From an optimization exercise on the open Yosys and OpenROAD flow, aimed at small area, a short achievable clock period and few clock cycles per item; shortcuts taken in it are not production practice. Function was checked by simulation only, so behaviour that the tests miss may differ from the original.

===== run.sh =====
#!/bin/bash
# synth_recipe.tcl (not shown) runs the flow's synth.tcl, then flattens the netlist and writes it again
# the make line also repeats each setting of config.mk as NAME=value (left out here)
make -C /OpenROAD-flow-scripts/flow DESIGN_CONFIG=/design/flow/config.mk WORK_HOME=/design/flow/orfs CLKGATE_MAP_FILE= SYNTH_SCRIPT=/design/flow/synth_recipe.tcl finish

===== config.mk =====
export PLATFORM = sky130hd
export DESIGN_NAME = gemv_top
export DESIGN_NICKNAME = gemv_top
export VERILOG_FILES = /design/flow/design.v
export SDC_FILE = /design/flow/constraint.sdc
export NUM_CORES = 4
export LEC_CHECK = 0
export CAP_MARGIN = 40
export CORE_MARGIN = 2
export CORE_UTILIZATION = 40
export SLEW_MARGIN = 20

===== constraint.sdc =====
create_clock -name core_clock -period 9.0 [get_ports {clk}]
set_input_delay 1.8000 -clock core_clock [delete_from_list [all_inputs] [get_ports {clk}]]
set_output_delay 1.8000 -clock core_clock [all_outputs]
set_load 0.01 [all_outputs]

===== design.v =====
`timescale 1ns/10ps
package gemv_arith_pkg;
    localparam int N_LANES = 4;
    localparam int ELEM_W  = 8;
    localparam int ACC_W   = 24;
    localparam int LANE_W = $clog2(N_LANES);
    typedef logic signed [ELEM_W-1:0] elem_t;
    typedef logic signed [ACC_W-1:0]  acc_t;
    typedef logic [N_LANES*ELEM_W-1:0] vec_t;
    typedef logic [LANE_W-1:0] lane_t;
    typedef logic [3:0]        shift_t;
    typedef logic [3:0]        tiles_m1_t;
endpackage
`timescale 1ns/10ps
package layerio_mem_pkg;
    localparam int MEM_DEPTH = 64;
    localparam int ADDR_W    = 8;
    localparam int IDX_W     = $clog2(MEM_DEPTH);
    localparam int WORD_W    = 32;
    typedef logic [ADDR_W-1:0] addr_t;
    typedef logic [IDX_W-1:0]  idx_t;
    typedef logic [WORD_W-1:0] word_t;
    typedef enum logic [1:0] {
        REQ_WB,
        REQ_FETCH,
        REQ_HOST
    } req_id_e;
endpackage
`timescale 1ns/10ps
module gemv_top (
    input  logic                      clk,
    input  logic                      rst_n,
    input  logic                      host_wr,
    input  logic                      host_rd,
    input  layerio_mem_pkg::addr_t    host_addr,
    input  layerio_mem_pkg::word_t    host_wdata,
    output logic                      host_ready,
    output layerio_mem_pkg::word_t    host_rdata,
    output logic                      host_rvalid,
    input  logic                      start,
    input  layerio_mem_pkg::addr_t    a_addr,
    input  layerio_mem_pkg::addr_t    w_addr,
    input  layerio_mem_pkg::addr_t    q_addr,
    input  gemv_arith_pkg::tiles_m1_t n_tiles_m1,
    input  gemv_arith_pkg::shift_t    shift,
    input  logic                      relu,
    output logic                      busy,
    output logic                      done
);
    localparam int AW = 22;    
    logic [31:0] mem [64];      
    logic [2:0]  rrow [8];      
    logic [31:0] bout [8];      
    logic        busy_q, done_q, hready_q, rvalid_q;
    logic        act_pend;      
    logic        rs_act;        
    logic        rs_bat;        
    logic [2:0]  rs_k;          
    logic        mac_v, mac_first, mac_last;
    logic [2:0]  npm1;          
    logic        todd;          
    logic [5:0]  a_q, q_q;
    logic [2:0]  wlo_q;
    logic [3:0]  sh_q;
    logic        relu_q;
    logic [7:0]  sel_q;         
    logic [1:0]  ie_q, io_q;    
    logic        ze_q, zo_q;    
    logic        hodd_q;
    logic [2:0]  wrow [8];
    logic [31:0] act [8];
    logic [31:0] wreg [8];
    logic [AW-1:0] acc [4];
    logic        accept, h_acc, h_rd_acc, hconf, go, act_rd;
    logic [5:0]  a_src;
    logic [2:0]  arow [8];
    logic [31:0] qword;
    assign busy        = busy_q;
    assign done        = done_q;
    assign host_ready  = hready_q;
    assign host_rvalid = rvalid_q;
    assign accept   = start && !busy_q;
    assign h_acc    = hready_q && (host_wr || host_rd);
    assign h_rd_acc = hready_q && host_rd;
    assign hconf    = accept && h_rd_acc;
    assign go       = (accept && !hconf) || act_pend;
    assign act_rd   = act_pend || rs_bat;
    always_comb begin
        a_src = act_rd ? {a_q[5:3] + {2'b00, rs_bat}, a_q[2:0]} : a_addr[5:0];
        for (int b = 0; b < 8; b++) begin
            arow[b] = a_src[5:3] + {2'b00, (3'(b) < a_src[2:0])};
            if (rs_act) begin
                rrow[b] = wrow[b];
            end else if (h_rd_acc) begin
                rrow[b] = host_addr[5:3];
            end else begin
                rrow[b] = arow[b];
            end
            bout[b] = mem[{rrow[b], 3'(b)}];
        end
    end
    logic        wr_en;
    logic [5:0]  wr_addr;
    logic [31:0] wr_data;
    assign wr_en   = done_q || (hready_q && host_wr);
    assign wr_addr = done_q ? q_q : host_addr[5:0];
    assign wr_data = done_q ? qword : host_wdata;
    always_ff @(posedge clk) begin
        if (wr_en) begin
            mem[wr_addr] <= wr_data;
        end
    end
    always_ff @(posedge clk or negedge rst_n) begin
        if (!rst_n) begin
            busy_q    <= 1'b0;
            done_q    <= 1'b0;
            hready_q  <= 1'b1;
            rvalid_q  <= 1'b0;
            act_pend  <= 1'b0;
            rs_act    <= 1'b0;
            rs_bat    <= 1'b0;
            rs_k      <= '0;
            mac_v     <= 1'b0;
            mac_first <= 1'b0;
            mac_last  <= 1'b0;
        end else begin
            rvalid_q  <= h_rd_acc;
            hready_q  <= !(busy_q || accept);
            busy_q    <= accept || (busy_q && !(mac_v && mac_last));
            done_q    <= mac_v && mac_last;
            act_pend  <= hconf;
            mac_v     <= rs_act;
            mac_first <= rs_k == 3'd0;
            mac_last  <= rs_k == npm1;
            rs_bat    <= 1'b0;
            if (go) begin
                rs_act <= 1'b1;
                rs_k   <= '0;
            end else if (rs_bat) begin
                rs_act <= 1'b1;
            end else if (rs_act) begin
                if (rs_k == npm1) begin
                    rs_act <= 1'b0;
                end else if (rs_k == 3'd3) begin
                    rs_act <= 1'b0;
                    rs_bat <= 1'b1;
                    rs_k   <= 3'd4;
                end else begin
                    rs_k <= rs_k + 3'd1;
                end
            end
        end
    end
    always_ff @(posedge clk) begin
        if (accept) begin
            a_q    <= a_addr[5:0];
            q_q    <= q_addr[5:0];
            wlo_q  <= w_addr[2:0];
            sh_q   <= shift;
            relu_q <= relu;
            npm1   <= n_tiles_m1[3:1];
            todd   <= !n_tiles_m1[0];
            for (int b = 0; b < 8; b++) begin
                sel_q[b] <= 1'(3'(3'(b) - w_addr[2:0]) >> 2) ^ a_addr[0];
                wrow[b]  <= w_addr[5:3] + {2'b00, (3'(b) < w_addr[2:0])};
            end
        end else if (rs_act) begin
            for (int b = 0; b < 8; b++) begin
                wrow[b] <= wrow[b] + 3'd1;
            end
        end
        if (h_rd_acc) begin
            ie_q   <= host_addr[2:1];
            io_q   <= host_addr[2:1];
            hodd_q <= host_addr[0];
        end else begin
            io_q <= a_q[2:1] + rs_k[1:0];
            ie_q <= a_q[2:1] + rs_k[1:0] + {1'b0, a_q[0]};
        end
        ze_q <= (rs_k == npm1) && todd && a_q[0];
        zo_q <= (rs_k == npm1) && todd && !a_q[0];
        for (int b = 0; b < 8; b++) begin
            wreg[b] <= bout[b];
            if (!rs_act) begin
                if (done_q && q_q[2:0] == 3'(b) && rrow[b] == q_q[5:3]) begin
                    act[b] <= qword;
                end else begin
                    act[b] <= bout[b];
                end
            end
        end
    end
    logic [31:0] act_e, act_o;
    logic [31:0] aop [8];
    logic [AW-1:0] nacc [4];
    assign act_e      = act[{ie_q, 1'b0}];
    assign act_o      = act[{io_q, 1'b1}];
    assign host_rdata = hodd_q ? act_o : act_e;
    always_comb begin
        for (int b = 0; b < 8; b++) begin
            if (sel_q[b]) begin
                aop[b] = zo_q ? 32'd0 : act_o;
            end else begin
                aop[b] = ze_q ? 32'd0 : act_e;
            end
        end
    end
    always_comb begin
        logic [AW-1:0] s;
        logic [AW-1:0] row;
        for (int c = 0; c < 4; c++) begin
            s = mac_first ? '0 : acc[c];
            s = s + AW'(22'h3C0800);
            for (int h = 0; h < 2; h++) begin
                for (int e = 0; e < 4; e++) begin
                    for (int i = 0; i < 8; i++) begin
                        row = '0;
                        for (int j = 0; j < 8; j++) begin
                            if ((i == 7) != (j == 7)) begin
                                row[i+j] = !(aop[c+4*h][8*e+i] && wreg[c+4*h][8*e+j]);
                            end else begin
                                row[i+j] = aop[c+4*h][8*e+i] && wreg[c+4*h][8*e+j];
                            end
                        end
                        s = s + row;
                    end
                end
            end
            nacc[c] = s;
        end
    end
    always_ff @(posedge clk) begin
        if (mac_v) begin
            for (int c = 0; c < 4; c++) begin
                acc[c] <= nacc[c];
            end
        end
    end
    logic [7:0] q8 [4];
    always_comb begin
        logic signed [AW-1:0] v;
        for (int c = 0; c < 4; c++) begin
            v = $signed(acc[c]) >>> sh_q;
            if (relu_q && v[AW-1]) begin
                v = '0;
            end
            if (!v[AW-1] && (|v[AW-2:7])) begin
                q8[c] = 8'h7f;
            end else if (v[AW-1] && !(&v[AW-2:7])) begin
                q8[c] = 8'h80;
            end else begin
                q8[c] = v[7:0];
            end
        end
        for (int j = 0; j < 4; j++) begin
            qword[8*j +: 8] = q8[2'(wlo_q[1:0] + 2'(j))];
        end
    end
endmodule

==> results by group <==
Outcome
  • Status: complete, but fails checks
  • SO Viols: negative setup slack

Place
  • # placed instances: 19,555
  • GP Congestion: between 1 and 1.5
  • Dpl ws: -1193 ps
  • I/O Buffers: around 110
  • Post-detail-place hpwl: 478.9 mm

Die
  • Die X: 668.2 µm
  • Ports: 114
  • Placeable Area: 438,700 µm²
  • Site Rows: approximately 240
  • Starting Density: 0.4022
  • Full die area: 446,500 µm²
  • Die Ht: about 670 µm

Synth
  • FF+latch count, synth: 2,723
  • Count leader, synth: edfxtp_1
  • Number of synthesized flops with an enable pin: 2,448
  • Yosys warning count: 11
  • Avg Inst Size Synth: 13.71 µm²
  • Synth top area share: 0.4166
  • Post-synthesis sequential area ratio: 0.4481
  • Most used DFF post-synth: edfxtp_1
  • Post-synth top cells: edfxtp_1, fa_1, inv_1
  • Post-synth cell types: 100
  • Post-synthesis async set-or-reset flop share: 0.004774
  • Largest area contributor in the netlist: edfxtp_1
  • Post-Syn Instances: 12,871
  • Synth top area cells: edfxtp_1, fa_1, mux4_2, inv_1, nand2_1
  • Mapped Nets: 15,429
  • Post-Synthesis Cell Area: 176,500 µm²

STA
  • Minimum clock period: 9534 ps
  • Slew margin rel.: 0.3664
  • Final TNS setup: -7511 ps
  • Slack of the critical path: -533.6 ps
  • Max-slew violations: 0
  • Worst-Margin Slew: 940.4 ps
  • Hold Vio Cnt, Final: 0
  • Setup violations, final: 28
  • Clock Skew: 121.1 ps
  • Fin crit share: 1.059
  • RSZ-0062 raised after global routing: yes
  • Max frequency: about 100 MHz

Cells and area
  • Final nets: 16,655
  • Share of cells above drive strength 1: 0.2368
  • Layout area overhead: 17.57%
  • Post-route insts no fill: between 20,000 and 25,000
  • Core Util, Final: 0.4729
  • Fillers: 38,690
  • Area of the multi-input gates: ~91,000 µm²
  • FF+latch area: 79,110 µm²

Detailed routing
  • First-pass iteration count of the detailed router: 6
  • Post-DR vias/cell: around 5.5
  • Via Count: 110,689
  • Initial drt markers: 12,978
  • Post-DRT Antenna Nets: 0
  • Final wirelength: 620.0 mm
  • DRC viols: 0
  • Drt wl/cell: 30.63 µm

Clock tree
  • Clk Latency, worst-skew pair: 980 ps
  • Clk root buf: clkbuf_16
  • CTS HTree Levels: 5
  • TritonCTS Buffers: between 200 and 300
  • CTS tree: done
  • Clk buf depth: 4
  • Worst-path clk slew: 60 ps
  • TritonCTS Sinks: 2,723
  • # hold bufs at CTS: 0

Global route
  • Largest net degree at the start of global routing: approximately 150
  • GRT Overall Usage: 0.2769
  • Grt total ovfl: 0
  • Number of global-route vias before repair: between 100k and 150k
  • First-pass GRT wire length: 859.8 mm
  • Initial antenna violation count: 67

Critical path
  • Critical path's slowest cell: fa_2
  • Critical Path AT: 10,230 ps
  • CP Max Fanout: 8
  • Worst setup SP type: flop
  • Max incr delay on CP: 630 ps
  • Critical path required time: 9700 ps
  • Crit. End Element: flop
  • CP dominant cell by count: fa_1
  • Critical path type: reg2reg

Min path
  • Min-Delay Path Class: reg2reg

Run
  • Max Cap Viol: 0
## metal layers
layer | global-route usage | part of all wire
met5 | 0 | 0.00067
met4 | 0.1418 | 0.062
met3 | 0.06328 | 0.10
met2 | 0.4114 | 0.44
met1 | 0.3812 | 0.40
## flip-flops by register name, indices dropped and copies added (netlist names), 4 cells and up
name	count
a_q	6
mem	2048
act	256
q_q	6
wreg	256
sh_q	4
wrow	24
acc	88
sel_q	8
## layout by cell type (no fill, tap or decap), drive strengths merged, types with 9 or more instances in the layout
cell type / n
dfxtp: 262
mux2: 574
clkinv: 122
nor3: 30
a221oi: 14
a21o: 15
o211ai: 12
or2: 11
dfrtp: 12
o21a: 21
or3: 26
nand2b: 115
diode: 54
nand3: 211
o31ai: 36
nand2: 1839
clkdlybuf4s50: 105
nor2b: 80
inv: 1892
o22ai: 11
and2: 672
buf: 1323
mux2i: 344
nor2: 190
clkbuf: 344
bufinv: 16
xnor2: 102
xor2: 31
a211o: 9
fa: 1980
a211oi: 33
a21boi: 11
edfxtp: 2448
o21ai: 92
mux4: 570
and3: 14
a31oi: 16
a21oi: 119
ha: 500
## per-stage QoR
stage | hold WS, ps | cell area [µm²]
2_1_floorplan | 351.9 | 176800
3_3_place_gp | 434.3 | 193900
3_5_place_dp | 449.1 | 194600
4_1_cts | 471.6 | 205600
5_1_grt | 493.3 | 207400
6_report | 467.4 | 207500
## final cells by class
cell class | count | area share
inverter | 1880 | 0.03404
clock buffer | 344 | 0.03603
sequential | 2723 | 0.3813
timing repair buffer | 1428 | 0.06499
clock inverter | 157 | 0.007212
multi-input combinational | 7780 | 0.4403
antenna | 54 | 0.0006513
tap | 5880 | 0.03546
## worst max-delay path, delay by kind of cell (launching register included)
| kind | cells | cell delay (ps) |
|---|---|---|
| adders and majority gates | 11 | 5450 |
| buffers and inverters | 6 | 880 |
| DFF | 1 | 380 |
| xor gates and xnor gates | 1 | 80 |
| and+or+nand+nor | 3 | 680 |
| muxes | 2 | 650 |
| AOI/OAI and AO/OA | 7 | 1160 |
## cells by family (layout without fill, tap and decap cells)
family | after synthesis | after routing | share of synthesized area
AOI/OAI and AO/OA | 459 | 459 | 0.01933
DFF | 2723 | 2723 | 0.4481
buffers and inverters | 2368 | 3809 | 0.05222
xor gates and xnor gates | 133 | 133 | 0.006601
muxes | 1488 | 1488 | 0.1290
adders and majority gates | 2480 | 2480 | 0.2601
and+or+nand+nor | 3220 | 3220 | 0.08465
other | 0 | 54 | 0
## worst paths after layout
kind | slack, ps | start | cells after the start | to
max | -530 | ie_q[1] | 30 | acc[1][20]
min | 470 | busy_q | 1 | hready_q
max reg2reg | -530 | ie_q[1] | 30 | acc[1][20]
min reg2reg | 470 | busy_q | 1 | hready_q
max in group asynchronous | 7210 | rst_n | 1 | done_q
min in group asynchronous | 1310 | rst_n | 1 | rvalid_q
## what timing repair did
| action | CTS | global route |
|---|---|---|
| gates cloned | 3 | 0 |
| pin swaps | 131 | 157 |
| setup buffers | 78 | 70 |
| setup endpoints to repair | 40 | 41 |
| gates resized for setup | 344 | 240 |
Testbench counts, summed over its fixed seeds: cycles 603, jobs 128.

==> separate check: timing with driven ports <==
The flow's constraints put no driver on any port. The routed layout listed below was extracted and timed again, unchanged, in two steps. Step 1 (the two cells are an assumption about what drives the block):
set clk [get_ports {clk}]
set_driving_cell -lib_cell sky130_fd_sc_hd__clkbuf_16 $clk
set_driving_cell -lib_cell sky130_fd_sc_hd__buf_2 [delete_from_list [all_inputs] $clk]
Step 2 also shifts input and output timing later by t, the mid clock arrival at the registers, as if the neighbouring blocks saw the same clock. a / b / c = ideal / step 1 / step 2; a / b = the first two.
t, ns: 1.040
setup slack, ns: -0.534 / -0.534 / -0.534
slew at the worst register clock pin (ns): 0.08 / 0.08
worst slew at a driven data input, ns: 0.14
For this run, drivers alone change the setup slack by 0.000 ns; drivers and shift together by 0.000 ns.
